This is an optimization exercise on Yosys and OpenROAD, whose aim is small area, a short achievable clock period and few clock cycles, not a production implementation.
At most, simulation tests tie the RTL to the original design; equivalence was not proved.
Function not checked in runs 2 and 3: the RTL went through the layout flow alone.
Power figures rest on the tool's default switching activity, not on a simulated workload.

File: run.sh
#!/bin/bash
# synth_recipe.tcl (not shown) runs the flow's synth.tcl, then flattens the netlist and writes it again
# the make line also repeats each setting of config.mk as NAME=value (left out here)
make -C /OpenROAD-flow-scripts/flow DESIGN_CONFIG=/design/flow/config.mk WORK_HOME=/design/flow/orfs CLKGATE_MAP_FILE= SYNTH_SCRIPT=/design/flow/synth_recipe.tcl finish
File: design.v
package hist_pkg;
  localparam int sample_width = 12;
  localparam int bin_count = 64;
  localparam int bin_width = 6;
  localparam int count_width = 16;
  localparam logic [count_width-1:0] count_max = {count_width{1'b1}};
  typedef enum logic {
    op_clear = 1'b0,
    op_read  = 1'b1
  } hist_op_e;
  typedef enum logic [2:0] {
    st_run     = 3'd0,
    st_drain   = 3'd1,
    st_clear   = 3'd2,
    st_read    = 3'd3,
    st_respond = 3'd4
  } ctrl_state_e;
endpackage
`timescale 1ns/1ps
module histogram_top (
  input  logic                             port_0_clock,
  input  logic                             rst,
  input  logic                             in_valid,
  output logic                             in_ready,
  input  logic [hist_pkg::sample_width-1:0] in_sample,
  input  logic                             cmd_valid,
  output logic                             cmd_ready,
  input  logic                             cmd_op,
  input  logic [hist_pkg::bin_width-1:0]   cmd_bin,
  output logic                             rsp_valid,
  output logic [hist_pkg::count_width-1:0] rsp_count
);
  localparam int BW = hist_pkg::bin_width;
  localparam int CW = hist_pkg::count_width;
  localparam int NB = hist_pkg::bin_count;
  logic [CW-1:0] mem [NB];
  logic          hold_v;
  logic          hold_op;
  logic [BW-1:0] hold_bin;
  logic          s0_v;
  logic          s0_smp;    
  logic          s0_clr;    
  logic [BW-1:0] s0_bin;
  logic          s1_v;
  logic          s1_smp;
  logic          s1_clr;
  logic [BW-1:0] s1_bin;
  logic [CW-1:0] s1_rd;
  logic          s1_fm;
  logic [CW-1:0] s1_fd;
  logic          acc_in;
  logic          acc_cmd;
  logic [CW-1:0] s1_old;
  logic [CW-1:0] s1_new;
  logic          s1_wr;
  logic          s1_wclr;
  assign in_ready  = !hold_v;
  assign cmd_ready = !hold_v;
  assign acc_in  = in_valid && !hold_v;
  assign acc_cmd = cmd_valid && !hold_v;
  always_ff @(posedge port_0_clock) begin
    if (rst) begin
      hold_v <= 1'b0;
      s0_v <= 1'b0;
    end else begin
      hold_v <= acc_in && acc_cmd;
      s0_v <= hold_v || acc_in || acc_cmd;
    end
  end
  always_ff @(posedge port_0_clock) begin
    if (acc_cmd) begin
      hold_op <= cmd_op;
      hold_bin <= cmd_bin;
    end
    if (hold_v) begin
      s0_smp <= 1'b0;
      s0_clr <= !hold_op;
      s0_bin <= hold_bin;
    end else if (acc_in) begin
      s0_smp <= 1'b1;
      s0_clr <= 1'b0;
      s0_bin <= in_sample[hist_pkg::sample_width-1 -: BW];
    end else begin
      s0_smp <= 1'b0;
      s0_clr <= !cmd_op;
      s0_bin <= cmd_bin;
    end
  end
  always_ff @(posedge port_0_clock) begin
    if (rst) begin
      s1_v <= 1'b0;
    end else begin
      s1_v <= s0_v;
    end
  end
  always_ff @(posedge port_0_clock) begin
    s1_smp <= s0_smp;
    s1_clr <= s0_clr;
    s1_bin <= s0_bin;
    s1_rd <= mem[s0_bin];
    s1_fm <= s1_wclr || (s1_wr && (s1_bin == s0_bin));
    s1_fd <= s1_wclr ? '0 : s1_new;
  end
  assign s1_old = s1_fm ? s1_fd : s1_rd;
  assign s1_new = (&s1_old) ? s1_old : s1_old + 1'b1;
  assign s1_wr = s1_v && s1_smp;
  assign s1_wclr = s1_v && !s1_smp && s1_clr;
  for (genvar b = 0; b < NB; b++) begin : g_bin
    always_ff @(posedge port_0_clock) begin
      if (s1_wclr) begin
        mem[b] <= '0;
      end else if (s1_wr && (s1_bin == BW'(b))) begin
        mem[b] <= s1_new;
      end
    end
  end
  always_ff @(posedge port_0_clock) begin
    if (rst) begin
      rsp_valid <= 1'b0;
    end else begin
      rsp_valid <= s1_v && !s1_smp;
    end
  end
  always_ff @(posedge port_0_clock) begin
    rsp_count <= s1_clr ? '0 : s1_old;
  end
endmodule
File: constraint.sdc
create_clock -name core_clock -period 5.0 [get_ports {port_0_clock}]
set_input_delay 1.0000 -clock core_clock [delete_from_list [all_inputs] [get_ports {port_0_clock}]]
set_output_delay 1.0000 -clock core_clock [all_outputs]
set_load 0.01 [all_outputs]
File: config.mk
export PLATFORM = sky130hd
export DESIGN_NAME = histogram_top
export DESIGN_NICKNAME = histogram_top
export VERILOG_FILES = /design/flow/design.v
export SDC_FILE = /design/flow/constraint.sdc
export NUM_CORES = 4
export LEC_CHECK = 0
export CAP_MARGIN = 20
export CORE_MARGIN = 2
export CORE_UTILIZATION = 40
export SLEW_MARGIN = 20
==> results of run 1 <==
[report_power, final]
part | total (W) | internal, W | switching, W
Combinational | 0.000784 | 0.000203 | 0.000581
Sequential | 0.00911 | 0.00897 | 0.000146
Clock | 0.00870 | 0.00503 | 0.00367
Total | 0.0186 | 0.0142 | 0.00439
[logic make-up after synthesis]
kind of cell,count (synthesis),share of synthesized area
AND/OR/NAND/NOR,1777,0.189
adder cells (fa/ha/maj),1,0.000290
multiplexers,27,0.00675
XOR/XNOR,17,0.00345
flip-flops,1100,0.512
buffers and inverters,526,0.0518
AO/OA/AOI/OAI,1715,0.237
[per-stage QoR]
stage               instances  setup WS, ns  hold WS, ns  cell area [um^2]
floorplan                5163          2.24        0.310             43200
global placement         6221          1.20        0.312             44600
detailed placement       6225          1.12        0.315             44700
CTS                      6429          1.10        0.331             48500
global route             6435         0.849        0.337             48600
finish                   6439         0.956        0.327             48600
[cell usage after synthesis, types with 9 or more instances]
cell / n
a211oi_1: 110
a2111oi_0: 9
buf_6: 17
clkbuf_1: 407
and3_1: 29
o21ai_2: 28
mux2i_1: 21
nor2b_1: 11
xor2_1: 13
nand4_1: 119
o21ai_1: 25
a31oi_1: 10
clkbuf_2: 14
a22oi_1: 478
nor2_1: 240
o21ai_0: 552
and2_1: 63
nor3_1: 16
nor4_1: 28
dfxtp_1: 1093
nand2_1: 754
a21oi_1: 497
nand3_1: 471
buf_2: 75
[how the worst max path moves through the flow]
stage | cells after the start | endpoint
CTS | 10 | mem[20][7]
global placement | 10 | mem[10][7]
floorplan | 14 | mem[36][11]
finish | 7 | s1_rd[10]
detailed placement | 10 | mem[42][9]
global route | 10 | mem[25][7]
[metal layers]
| layer | track usage | up-vias | wire (um) |
|---|---|---|---|
| li1 | - | 18000 | - |
| met1 | 0.468 | 19900 | 76900 |
| met2 | 0.502 | 3014 | 81900 |
| met3 | 0.110 | 731 | 29500 |
| met4 | 0.226 | 10 | 16000 |
| met5 | 0 | - | 66 |
[state kept, by name, indices dropped and copies added, names as in the netlist, 6 cells and up]
register   count
mem         1024
rsp_count     16
s1_fd         16
s1_bin         6
hold_bin       6
s0_bin         6
s1_rd         16
[final cells by class]
type | count | share of cell area
timing repair buffer | 184 | 0.0346
antenna | 4 | 0.000206
sequential | 1100 | 0.455
clock inverter | 32 | 0.00886
tap | 1403 | 0.0361
clock buffer | 172 | 0.0693
inverter | 7 | 0.000541
multi-input combinational | 3537 | 0.396
[critical path, cell delays in order, from the launching register on]
cell and delay, ns:
dfxtp_1 0.75, and4bb_2 0.41, and2_0 0.30, buf_4 0.27
a22oi_1 0.33, nand4_1 0.50, nor4_1 0.72, a31oi_1 0.47
==> results_dict.tcl, run 1 <==
set metrics [dict create \
    synth_edf_count 7 \
    layout_common_cells "dfxtp_1 (1093), nand2_1 (746), o21ai_0 (552)" \
    ys_seq_area_frac 0.512 \
    ff2ff_path_depth 7 \
    drt_wl_total_um 204000 \
    synth_top_area_frac 0.507 \
    async_reset_ff_frac 0 \
    period_needed_ns 4.04 \
    fin_crit_sh 0.809 \
    r2r-start "s0_bin[3]" \
    numPortBuffers 35 \
    final_layout_size_suffix_gt1_frac 0.0982 \
    initial_core_util 0.403 \
    grt_pass1_vias 36300 \
    crit_path_start "s0_bin[3]" \
    coreArea_um2 107000 \
    ctsResizeCount 0 \
    synth_nets 5187 \
    ant_nets 0 \
    status "finished clean" \
    grtUsageTotal 0.356 \
    leakage_nw 16.4 \
    synth_area_um2 43200 \
    syn_inst 5163 \
    regArea_um2 22100 \
    syn_area_per_cell_um2 8.36 \
    synth-main-ff-cell "dfxtp_1" \
    cts_buffers 110 \
    cts_sinks 1100 \
    hold_end "s1_clr" \
    areaGrowthSynthToFinish_pct 12.5 \
    hold_path.class "reg -> reg" \
    grt_antenna_before_repair 9 \
    critPathCaptureType "flip-flop" \
    multi_input_area_um2 19200 \
    hold_depth 0 \
    cts_hold_buf 0 \
    ys_types 59 \
    tightest_slew_ns 1.28 \
    vias_per_cell 6.46 \
    crit_required_ns 5.45 \
    r2r_end "s1_rd[10]" \
    critPathKind "reg -> reg" \
    clk_pin_slew_worst_paths_ns 0.06 \
    synth-seq-cells 1100 \
    yosysTopAreaCell "dfxtp_1" \
    ys_warn_count 2 \
    finalHoldViolations 0 \
    hpwl_um 126000 \
    drc_errors 0 \
    tritoncts "built" \
    layout_commonest_cell "dfxtp_1" \
    p_total_w 0.0186 \
    netlist_top_cells_area "dfxtp_1 (51%), a22oi_1 (8.3%), nand2_1 (6.6%)" \
    rsz0062_at_grt "false" \
    grt_max_degree 158 \
    vias 41600 \
    holdCritStartpoint "s0_clr" \
    clock_skew_ns 0.0332 \
    htreeDepth 3 \
    worstPathArrival_ns 4.49 \
    dieArea_um2 111000 \
    first_iter_violations 7178 \
    slew_headroom 0.143 \
    cts-root-buf "clkbuf_16" \
    powerDensity_nw_per_um2 383 \
    gr-total-overflow 0 \
    vdd_drop_max_uv 321 \
    fmax_ghz 0.247 \
    maxCapViolCount 0 \
    nFillCells 10400 \
    final_max_slew_viol_count 0 \
    fp.dieH_um 333 \
    cp_max_fo 18 \
    fin_nets 4964 \
    fp-row-count 120 \
    cts_buffer_depth 3 \
    fin_util 0.454 \
    first_pass_iters 8 \
    finalSetupViolations 0 \
    critPathLaunchType "flip-flop" \
    post_cts_buffers 0 \
    grt_first_pass_wirelength_um 281000 \
    routedWlPerCell_um 31.7 \
    die_x_um 333 \
    rrSetupSlack_ns 0.96 \
    io_pins 42 \
    clk-insertion-delay-late_ns 0.72 \
    fin_tns_setup_ns 0 \
    place.gp.congestion 1.04 \
]
Testbench counts, summed over its fixed seeds: cycles 23,385.
==> run 2: changes to the inputs <==
==> design.v (replaced) <==
package hist_pkg;
  localparam int sample_width = 12;
  localparam int bin_count = 64;
  localparam int bin_width = 6;
  localparam int count_width = 16;
  localparam logic [count_width-1:0] count_max = {count_width{1'b1}};
  typedef enum logic {
    op_clear = 1'b0,
    op_read  = 1'b1
  } hist_op_e;
  typedef enum logic [2:0] {
    st_run     = 3'd0,
    st_drain   = 3'd1,
    st_clear   = 3'd2,
    st_read    = 3'd3,
    st_respond = 3'd4
  } ctrl_state_e;
endpackage
`timescale 1ns/1ps
module histogram_top (
  input  logic                             port_0_clock,
  input  logic                             rst,
  input  logic                             in_valid,
  output logic                             in_ready,
  input  logic [hist_pkg::sample_width-1:0] in_sample,
  input  logic                             cmd_valid,
  output logic                             cmd_ready,
  input  logic                             cmd_op,
  input  logic [hist_pkg::bin_width-1:0]   cmd_bin,
  output logic                             rsp_valid,
  output logic [hist_pkg::count_width-1:0] rsp_count
);
  localparam int BW = hist_pkg::bin_width;
  localparam int CW = hist_pkg::count_width;
  localparam int NB = hist_pkg::bin_count;
  logic [CW-1:0] mem [NB];
  logic          rdy_q;
  logic          rdy_out_q;
  logic          hold_op;
  logic [BW-1:0] hold_bin;
  logic          s0_v;
  logic          s0_smp;    
  logic          s0_clr;    
  logic [BW-1:0] s0_bin;
  logic          s1_smp;    
  logic          s1_wclr;   
  logic          s1_cmd;    
  logic [BW-1:0] s1_bin;
  logic [CW-1:0] s1_old;
  logic [CW-1:0] s1_new;
  logic          s2_wr;
  logic          s2_wclr;
  logic [BW-1:0] s2_bin;
  logic [CW-1:0] s2_data;
  logic          acc_in;
  logic          acc_cmd;
  assign in_ready  = rdy_out_q;
  assign cmd_ready = rdy_out_q;
  assign acc_in  = in_valid && rdy_q;
  assign acc_cmd = cmd_valid && rdy_q;
  always_ff @(posedge port_0_clock) begin
    if (rst) begin
      rdy_q <= 1'b1;
      rdy_out_q <= 1'b1;
      s0_v <= 1'b0;
    end else begin
      rdy_q <= !(acc_in && acc_cmd);
      rdy_out_q <= !(acc_in && acc_cmd);
      s0_v <= !rdy_q || acc_in || acc_cmd;
    end
  end
  always_ff @(posedge port_0_clock) begin
    if (acc_cmd) begin
      hold_op <= cmd_op;
      hold_bin <= cmd_bin;
    end
    if (!rdy_q) begin
      s0_smp <= 1'b0;
      s0_clr <= !hold_op;
      s0_bin <= hold_bin;
    end else if (acc_in) begin
      s0_smp <= 1'b1;
      s0_clr <= 1'b0;
      s0_bin <= in_sample[hist_pkg::sample_width-1 -: BW];
    end else begin
      s0_smp <= 1'b0;
      s0_clr <= !cmd_op;
      s0_bin <= cmd_bin;
    end
  end
  always_ff @(posedge port_0_clock) begin
    if (rst) begin
      s1_smp <= 1'b0;
      s1_wclr <= 1'b0;
      s1_cmd <= 1'b0;
    end else begin
      s1_smp <= s0_v && s0_smp;
      s1_wclr <= s0_v && !s0_smp && s0_clr;
      s1_cmd <= s0_v && !s0_smp;
    end
  end
  always_ff @(posedge port_0_clock) begin
    s1_bin <= s0_bin;
    if ((!s0_smp && s0_clr) || s1_wclr) begin
      s1_old <= '0;
    end else if (s1_smp && (s1_bin == s0_bin)) begin
      s1_old <= s1_new;
    end else if (s2_wclr) begin
      s1_old <= '0;
    end else if (s2_wr && (s2_bin == s0_bin)) begin
      s1_old <= s2_data;
    end else begin
      s1_old <= mem[s0_bin];
    end
  end
  assign s1_new = (&s1_old) ? s1_old : s1_old + 1'b1;
  always_ff @(posedge port_0_clock) begin
    if (rst) begin
      s2_wr <= 1'b0;
      s2_wclr <= 1'b0;
    end else begin
      s2_wr <= s1_smp;
      s2_wclr <= s1_wclr;
    end
  end
  always_ff @(posedge port_0_clock) begin
    s2_bin <= s1_bin;
    s2_data <= s1_wclr ? '0 : s1_new;
  end
  for (genvar b = 0; b < NB; b++) begin : g_bin
    logic we;
    assign we = s2_wclr || (s2_wr && (s2_bin == BW'(b)));
    always_ff @(posedge port_0_clock) begin
      if (we) begin
        mem[b] <= s2_data;
      end
    end
  end
  assign rsp_valid = s1_cmd;
  assign rsp_count = s1_old;
endmodule
--- a/config.mk
+++ b/config.mk
@@ -7,5 +7,7 @@
 export LEC_CHECK = 0
 export CAP_MARGIN = 20
 export CORE_MARGIN = 2
-export CORE_UTILIZATION = 40
+export CORE_UTILIZATION = 60
+export SETUP_SLACK_MARGIN = 2.7
 export SLEW_MARGIN = 20
+export TNS_END_PERCENT = 0
==> run 2 against run 1 <==
Compared with the run above:
- clock power decreased by 7.4%
- hold slack improved by 0.039 ns
- first-iteration DRC count decreased by 17%
- synthesized area decreased by 5.0%
- still clean on timing, DRC and antenna
- power increased by 19%
- largest cell class unchanged
- wire length decreased by 15%
- sequential share of layout area increased by 19 points
- register-to-register slack improved by 0.94 ns
- clock skew increased by 0.010 ns
- maximum frequency increased by 30%
- die area decreased by 36%
==> results_dict.tcl, run 2 <==
set metrics [dict create \
    syn_area_per_cell_um2 16.9 \
    worstPathArrival_ns 3.67 \
    ff2ff_path_depth 10 \
    place.gp.congestion 0.966 \
    fin_crit_sh 0.621 \
    powerDensity_nw_per_um2 445 \
    initial_core_util 0.609 \
    fp-row-count 95 \
    rsz0062_at_grt "true" \
    vdd_drop_max_uv 510 \
    vias_per_cell 7.79 \
    fin_cells 3728 \
    holdCritStartpoint "s1_bin[1]" \
    crit_path_max_incr_delay_ns 0.70 \
    cts-root-buf "clkbuf_16" \
    dieArea_um2 70500 \
    largest_register "mem" \
    leakage_nw 17.1 \
    grt_max_degree 67 \
    synth_common_cells "edfxtp_1 (1031), a22oi_1 (379), nand2_1 (90)" \
    finalHoldViolations 0 \
    hpwl_um 101000 \
    whs_ns 0.367 \
    cts_buffers 106 \
    grt_antenna_before_repair 7 \
    swShare 0.260 \
    syn_inst 2426 \
    grtUsageTotal 0.492 \
    grt_pass1_vias 26600 \
    ys_warn_count 2 \
    postLayoutCellArea_um2 49800 \
    finalSetupViolations 0 \
    r2r-start "s0_bin[0]" \
    io_pins 42 \
    first_pass_iters 10 \
    ant_nets 0 \
    fmax_ghz 0.322 \
    place_ws_ns 0.953 \
    crit_required_ns 5.57 \
    yosysMostFrequentCell "edfxtp_1" \
    maxCapViolCount 0 \
    critPathKind "reg -> reg" \
    clock_skew_ns 0.0435 \
    synth_nets 2450 \
    critPathTopFamily "compound AO/OA/AOI/OAI gates" \
    status "finished clean" \
    async_reset_ff_frac 0 \
    critPathLaunchType "flip-flop" \
    yosysTopAreaCell "edfxtp_1" \
    cts_buffer_depth 3 \
    reg_top3 "mem (1024), s1_old (16), s2_data (16)" \
    clk_pin_slew_worst_paths_ns 0.06 \
    drt_wl_total_um 173000 \
    first_iter_violations 5993 \
    cp_slowest_cell "a2111oi_4" \
    clk-insertion-delay-late_ns 0.71 \
    crit_path_start "s0_bin[0]" \
    slew_headroom 0.184 \
    htreeDepth 3 \
    postPlaceCellArea_um2 43500 \
    synth_top_area_frac 0.755 \
    p_comb_frac 0.127 \
    grt_first_pass_wirelength_um 227000 \
    gr-total-overflow 0 \
    period_needed_ns 3.11 \
    tritoncts "built" \
    p_clk_frac 0.363 \
    crit_chain "buf_6 > buf_12 > nor4b_1 > buf_4 > and3_4 > a2111oi_4 > nand3_2 > nor4_4 > a31oi_2 > a221o_1" \
    synth-seq-cells 1090 \
    cp_max_fo 7 \
    ys_types 76 \
    switchingPower_w 0.00578 \
    hold_path.class "reg -> reg" \
    synth_edf_count 1031 \
    fin_nets 2790 \
    layout_commonest_cell "edfxtp_1" \
    netlist_top_cells_area "edfxtp_1 (75%), a22oi_1 (6.9%), dfxtp_1 (2.9%)" \
    largest_reg_flops 1024 \
    fin_tns_setup_ns 0 \
    die_x_um 265 \
    internal-power_w 0.0164 \
    fp.dieH_um 265 \
    final_max_slew_viol_count 0 \
    hold_depth 0 \
    vias 29000 \
    cts_sinks 1090 \
    critPathCaptureType "flip-flop" \
    fin_ws_ns 1.89 \
    numPortBuffers 35 \
    final_layout_size_suffix_gt1_frac 0.257 \
    areaGrowthSynthToFinish_pct 21.4 \
    coreArea_um2 67400 \
    synth_area_um2 41000 \
    routedWlPerCell_um 46.5 \
    pwr-share-seq 0.510 \
    crit_buf_inv 3 \
    synth-main-ff-cell "edfxtp_1" \
    layout_common_cells "edfxtp_1 (1031), a22oi_1 (356), buf_4 (238)" \
    tightest_slew_ns 1.22 \
    crit_cells 10 \
    dp.cells 3369 \
    ys_seq_area_frac 0.783 \
    drc_errors 0 \
]
[run 2: changes by cell type in the layout (fill, tap and decap cells not counted), moves of 40 or more]
cell,before,now
dfxtp_1,1093,35
edfxtp_1,7,1031
nand2_1,746,87
o21ai_0,552,22
a21oi_1,496,48
nand3_1,471,28
nor2_1,188,60
a22oi_1,478,356
buf_4,128,238
a211oi_1,110,1
nand4_1,119,69
buf_6,3,47
and2_2,43,3
[run 2: area by class of cell]
class	instances	area (um^2)
clock inverter	62	647
clock buffer	131	2830
inverter	3	11.3
sequential	1090	32200
antenna	4	10.0
timing repair buffer	369	3680
tap	873	1090
multi-input combinational	1196	9340
fill	4102	17600
[run 2: layer usage]
layer / routed length, um / track usage / vias to the layer above
met2: 70400 / 0.671 / 3163
li1: - / - / 10700
met5: 240 / 0 / -
met4: 15900 / 0.350 / 10
met3: 32000 / 0.236 / 841
met1: 54800 / 0.618 / 14400
[run 2: kinds of logic (layout without fill, tap and decap cells)]
family | count (synthesis) | after routing | synth area share
flops | 1090 | 1090 | 0.783
compound gates | 618 | 618 | 0.111
simple gates | 491 | 494 | 0.0668
buf+inv | 143 | 565 | 0.0180
mux | 64 | 64 | 0.0161
xor+xnor | 19 | 19 | 0.00406
fa+ha+maj | 1 | 1 | 0.000305
other cells | 0 | 4 | 0
[run 2: path summary, 6_finish.rpt]
check / to / slack, ns
max: s1_old[5] / 1.89
min reg2reg: s2_bin[1] / 0.37
min: s2_bin[1] / 0.37
max reg2reg: s1_old[5] / 1.89
[run 2: stage by stage]
stage | util | power, W
finish | 0.739 | 0.0222
global placement | 0.645 | 0.0136
detailed placement | 0.645 | 0.0137
CTS | 0.730 | 0.0218
floorplan | - | 0.0124
global route | 0.739 | 0.0225
[run 2: repair_timing]
action                                  in CTS  in global routing
setup buffers                              109                 42
resized for setup                          233                 42
endpoints found under the setup margin     422                615
pin swaps                                   58                 35
endpoints found under the hold margin        0                  0
hold buffers                                 0                  0
cloned                                      10                  1
[run 2: power groups by stage]
stage	logic, W	clock network (W)	registers (W)
2_1_floorplan	0.000580	0	0.0118
3_3_place_gp	0.00214	0	0.0115
3_5_place_dp	0.00221	0	0.0115
4_1_cts	0.00252	0.00800	0.0113
5_1_grt	0.00277	0.00837	0.0113
6_report	0.00281	0.00806	0.0113
==> run 3: changes to the inputs <==
--- a/design.v
+++ b/design.v
@@ -33,6 +33,9 @@
   localparam int BW = hist_pkg::bin_width;
   localparam int CW = hist_pkg::count_width;
   localparam int NB = hist_pkg::bin_count;
+  function automatic logic [7:0] oct(input logic [2:0] v);
+    oct = 8'b0000_0001 << v;
+  endfunction
   logic [CW-1:0] mem [NB];
   logic          rdy_q;
   logic          rdy_out_q;
@@ -41,19 +44,26 @@
   logic          s0_v;
   logic          s0_smp;    
   logic          s0_clr;    
-  logic [BW-1:0] s0_bin;
+  logic [7:0]    s0_hi;
+  logic [7:0]    s0_lo;
   logic          s1_smp;    
   logic          s1_wclr;   
   logic          s1_cmd;    
-  logic [BW-1:0] s1_bin;
+  logic [7:0]    s1_hi;
+  logic [7:0]    s1_lo;
   logic [CW-1:0] s1_old;
   logic [CW-1:0] s1_new;
   logic          s2_wr;
   logic          s2_wclr;
-  logic [BW-1:0] s2_bin;
+  logic [7:0]    s2_hi;
+  logic [7:0]    s2_lo;
   logic [CW-1:0] s2_data;
   logic          acc_in;
   logic          acc_cmd;
+  logic [CW-1:0] rd_grp [8];
+  logic [CW-1:0] rd_data;
+  logic          hit1;
+  logic          hit2;
   assign in_ready  = rdy_out_q;
   assign cmd_ready = rdy_out_q;
   assign acc_in  = in_valid && rdy_q;
@@ -77,17 +87,34 @@
     if (!rdy_q) begin
       s0_smp <= 1'b0;
       s0_clr <= !hold_op;
-      s0_bin <= hold_bin;
+      s0_hi <= oct(hold_bin[5:3]);
+      s0_lo <= oct(hold_bin[2:0]);
     end else if (acc_in) begin
       s0_smp <= 1'b1;
       s0_clr <= 1'b0;
-      s0_bin <= in_sample[hist_pkg::sample_width-1 -: BW];
+      s0_hi <= oct(in_sample[11:9]);
+      s0_lo <= oct(in_sample[8:6]);
     end else begin
       s0_smp <= 1'b0;
       s0_clr <= !cmd_op;
-      s0_bin <= cmd_bin;
+      s0_hi <= oct(cmd_bin[5:3]);
+      s0_lo <= oct(cmd_bin[2:0]);
     end
   end
+  always_comb begin
+    for (int i = 0; i < 8; i++) begin
+      rd_grp[i] = '0;
+      for (int j = 0; j < 8; j++) begin
+        rd_grp[i] = rd_grp[i] | (mem[8*i+j] & {CW{s0_lo[j]}});
+      end
+    end
+    rd_data = '0;
+    for (int i = 0; i < 8; i++) begin
+      rd_data = rd_data | (rd_grp[i] & {CW{s0_hi[i]}});
+    end
+  end
+  assign hit1 = s1_smp && (|(s1_hi & s0_hi)) && (|(s1_lo & s0_lo));
+  assign hit2 = s2_wr && (|(s2_hi & s0_hi)) && (|(s2_lo & s0_lo));
   always_ff @(posedge port_0_clock) begin
     if (rst) begin
       s1_smp <= 1'b0;
@@ -100,17 +127,18 @@
     end
   end
   always_ff @(posedge port_0_clock) begin
-    s1_bin <= s0_bin;
+    s1_hi <= s0_hi;
+    s1_lo <= s0_lo;
     if ((!s0_smp && s0_clr) || s1_wclr) begin
       s1_old <= '0;
-    end else if (s1_smp && (s1_bin == s0_bin)) begin
+    end else if (hit1) begin
       s1_old <= s1_new;
     end else if (s2_wclr) begin
       s1_old <= '0;
-    end else if (s2_wr && (s2_bin == s0_bin)) begin
+    end else if (hit2) begin
       s1_old <= s2_data;
     end else begin
-      s1_old <= mem[s0_bin];
+      s1_old <= rd_data;
     end
   end
   assign s1_new = (&s1_old) ? s1_old : s1_old + 1'b1;
@@ -124,12 +152,13 @@
     end
   end
   always_ff @(posedge port_0_clock) begin
-    s2_bin <= s1_bin;
+    s2_hi <= s1_hi;
+    s2_lo <= s1_lo;
     s2_data <= s1_wclr ? '0 : s1_new;
   end
   for (genvar b = 0; b < NB; b++) begin : g_bin
     logic we;
-    assign we = s2_wclr || (s2_wr && (s2_bin == BW'(b)));
+    assign we = s2_wclr || (s2_wr && s2_hi[b/8] && s2_lo[b%8]);
     always_ff @(posedge port_0_clock) begin
       if (we) begin
         mem[b] <= s2_data;
--- a/config.mk
+++ b/config.mk
@@ -8,6 +8,8 @@
 export CAP_MARGIN = 20
 export CORE_MARGIN = 2
 export CORE_UTILIZATION = 60
-export SETUP_SLACK_MARGIN = 2.7
+export CTS_CLUSTER_DIAMETER = 100
+export CTS_CLUSTER_SIZE = 30
+export SETUP_SLACK_MARGIN = 2.8
 export SLEW_MARGIN = 20
 export TNS_END_PERCENT = 0
==> run 3 against run 2 <==
Compared with the run above:
- still clean
- register-to-register slack improved by 0.50 ns
- via count shrank 21%
- global-route usage is 15 points lower
- clock skew up 0.0024 ns
- critical endpoint is now s1_old[6]
- largest power group unchanged
- highest routed layer is now met4
==> results_dict.tcl, run 3 <==
set metrics [dict create \
    status "finished clean" \
    ant_nets 0 \
    ff2ff_path_depth 7 \
    final_max_slew_viol_count 0 \
    synth_common_cells "edfxtp_1 (1031), a22oi_1 (592), nand4_1 (147)" \
    tightest_slew_ns 1.02 \
    yosysMostFrequentCell "edfxtp_1" \
    final_layout_size_suffix_gt1_frac 0.114 \
    dieArea_um2 69400 \
    ys_seq_area_frac 0.811 \
    period_needed_ns 2.60 \
    finalSetupViolations 0 \
    syn_inst 2273 \
    cp_common_cell "nand4_1" \
    tritoncts "built" \
    finalHoldViolations 0 \
    grt_first_pass_wirelength_um 164000 \
    areaGrowthSynthToFinish_pct 9.81 \
    rrSetupSlack_ns 2.40 \
    coreArea_um2 66900 \
    critPathLaunchType "flip-flop" \
    cts_buffers 43 \
    cts-root-buf "clkbuf_16" \
    crit_buf_inv 2 \
    drt_wl_total_um 118000 \
    grt_antenna_before_repair 0 \
    cp_slowest_cell "a22oi_2" \
    critPathTopFamily "compound AO/OA/AOI/OAI gates" \
    vias_per_cell 7.18 \
    gr-total-overflow 0 \
    grtUsageTotal 0.340 \
    initial_core_util 0.604 \
    io_pins 42 \
    netlist_top_cells_area "edfxtp_1 (77%), a22oi_1 (11%), dfxtp_1 (4.4%)" \
    worstPathArrival_ns 3.14 \
    largest_register "mem" \
    postPlaceCellArea_um2 41800 \
    crit_path_max_incr_delay_ns 0.43 \
    maxCapViolCount 0 \
    clk_pin_slew_worst_paths_ns 0.12 \
    htreeDepth 2 \
    grt_pass1_vias 21400 \
    fp-row-count 95 \
    layout_commonest_cell "edfxtp_1" \
    cts_buffer_depth 3 \
    synth_top_area_frac 0.767 \
    vdd_drop_max_uv 409 \
    fin_tns_setup_ns 0 \
    synth-seq-cells 1120 \
    hold_end "s2_lo[4]" \
    critPathCaptureType "flip-flop" \
    syn_area_per_cell_um2 17.8 \
    hold_path.class "reg -> reg" \
    clock_skew_ns 0.0459 \
    yosysTopAreaCell "edfxtp_1" \
    critPathKind "reg -> reg" \
    dp.cells 3068 \
    ys_types 51 \
    fmax_ghz 0.384 \
    r2r-start "s0_lo[1]" \
    drc_errors 0 \
    holdCritStartpoint "s1_lo[4]" \
    synth_nets 2297 \
    crit_chain "buf_12 > buf_16 > a22oi_1 > nand4_1 > a22oi_2 > nand4_1 > a221o_1" \
    place.gp.congestion 0.855 \
    crit_required_ns 5.53 \
    synth_area_um2 40400 \
    r2r_end "s1_old[6]" \
    async_reset_ff_frac 0 \
    vias 22900 \
    cts_hold_buf 0 \
    cp_max_fo 7 \
    leakage_nw 14.1 \
    numPortBuffers 35 \
    fin_cells 3187 \
    synth-main-ff-cell "edfxtp_1" \
    hpwl_um 60100 \
    powerDensity_nw_per_um2 408 \
    largest_reg_flops 1024 \
    routedWlPerCell_um 37.1 \
    fin_crit_sh 0.521 \
    cts_sinks 1120 \
    fin_nets 2328 \
    rsz0062_at_grt "true" \
    ys_warn_count 3 \
    hold_depth 0 \
    slew_headroom 0.320 \
    synth_edf_count 1031 \
    clk-insertion-delay-late_ns 0.64 \
    first_pass_iters 6 \
    die_x_um 263 \
    grt_max_degree 66 \
    reg_top3 "mem (1024), s1_old (16), s2_data (16)" \
    postLayoutCellArea_um2 44400 \
    fp.dieH_um 263 \
    layout_common_cells "edfxtp_1 (1031), a22oi_1 (543), nand4_1 (147)" \
    first_iter_violations 3460 \
]
==> run 3: changes by cell type after synthesis, sizes merged, moves of 29 or more <==
| cell | change |
|---|---|
| dfxtp | +30 |
| a21oi | -34 |
| nand3 | -29 |
| a22oi | +213 |
| mux2i | -38 |
| nand2 | -75 |
| clkbuf | +79 |
| nand4 | +80 |
| buf | -59 |
| nor2 | -58 |
| nor3 | -44 |
==> run 3: worst register-to-register path: stages, from the launching register on <==
cell and delay (ns):
dfxtp_4 0.41, buf_12 0.17, buf_16 0.18, a22oi_1 0.20, nand4_1 0.30, a22oi_2 0.43
nand4_1 0.41, a221o_1 0.41
==> run 3: cell families after synthesis <==
group,share of synthesized area
compound gates,0.133
xor+xnor,0.000217
fa+ha+maj,0.000310
buf+inv,0.0166
flops,0.811
mux,0.00251
simple gates,0.0362
==> run 3: cell type report <==
| cell class | instances | area (um^2) |
|---|---|---|
| clock inverters | 1 | 20.0 |
| repair buffers | 146 | 1960 |
| diodes | 1 | 2.50 |
| well taps | 873 | 1090 |
| flip-flops and latches | 1120 | 32800 |
| inverters | 15 | 56.3 |
| multi-input cells | 978 | 7240 |
| clock buffers | 53 | 1160 |
| fillers | 4535 | 22600 |
==> run 3: stage by stage <==
stage                     power [W]   util  setup WS (ns)  hold WS (ns)
after floorplan              0.0125      -           2.85         0.326
after global placement       0.0137  0.624           1.94         0.334
after detailed placement     0.0137  0.624           1.90         0.339
after CTS                    0.0181  0.660           2.51         0.354
after global routing         0.0185  0.663           2.47         0.360
final                        0.0181  0.663           2.40         0.349
==> run 3: repair_timing <==
action / CTS / global route
buffers inserted: 52 / 5
setup endpoints to repair: 53 / 186
pin swaps: 46 / 36
cloned: 7 / 0
resized for setup: 97 / 29
==> run 3: power by group <==
| group | internal [W] | switching [W] |
|---|---|---|
| clock network | 0.00166 | 0.00262 |
| logic | 0.000598 | 0.00176 |
| registers | 0.0111 | 0.000329 |
==> run 3: worst max-delay path by stage <==
stage / to / depth (start not counted) / slack (ns) / start
floorplan: s0_lo[1] / 6 / 2.85 / in_valid
global placement: s1_old[1] / 6 / 1.94 / s0_lo[2]
detailed placement: s1_old[1] / 7 / 1.90 / s0_lo[4]
CTS: s1_old[4] / 7 / 2.51 / s0_lo[2]
global route: s1_old[0] / 7 / 2.47 / s0_lo[6]
finish: s1_old[6] / 7 / 2.40 / s0_lo[1]
==> run 3: metal layers <==
layer | up-vias | track usage | part of all wire
met5 | - | 0 | 0
met4 | 0 | 0.108 | 0.034
met3 | 171 | 0.0599 | 0.11
met2 | 1285 | 0.525 | 0.47
met1 | 11900 | 0.501 | 0.40
li1 | 9531 | - | -

[static timing again, ports no longer ideal]
The flow's constraints put no driver on any port. The routed layouts listed below were extracted and timed again, unchanged, in two steps.
Step 1 sets driving cells, clkbuf_16 on the clock port and buf_2 on the other inputs (assumed; they add their load-dependent delay and slew).
Step 2 times the ports against the registers' clock, not the clock port: input delays grow and output delays shrink by t, the midpoint of the rising clock arrivals with the driver on.
a / b / c = no drivers / after step 1 / after step 2; a / b = the first two.
run | t (ns) | setup slack, ns | latest minus earliest clock arrival (ns)
run 1 | 0.780 | 0.956 / 0.956 / 0.956 | 0.035 / 0.035
run 2 | 0.770 | 1.894 / 1.894 / 1.894 | 0.044 / 0.045
run 3 | 0.690 | 2.395 / 2.395 / 2.160 | 0.047 / 0.047
After both steps every run listed still meets setup and hold. The setup slack of run 3, which loses most, moves by 0.000 ns with the drivers and by -0.235 ns with both steps.
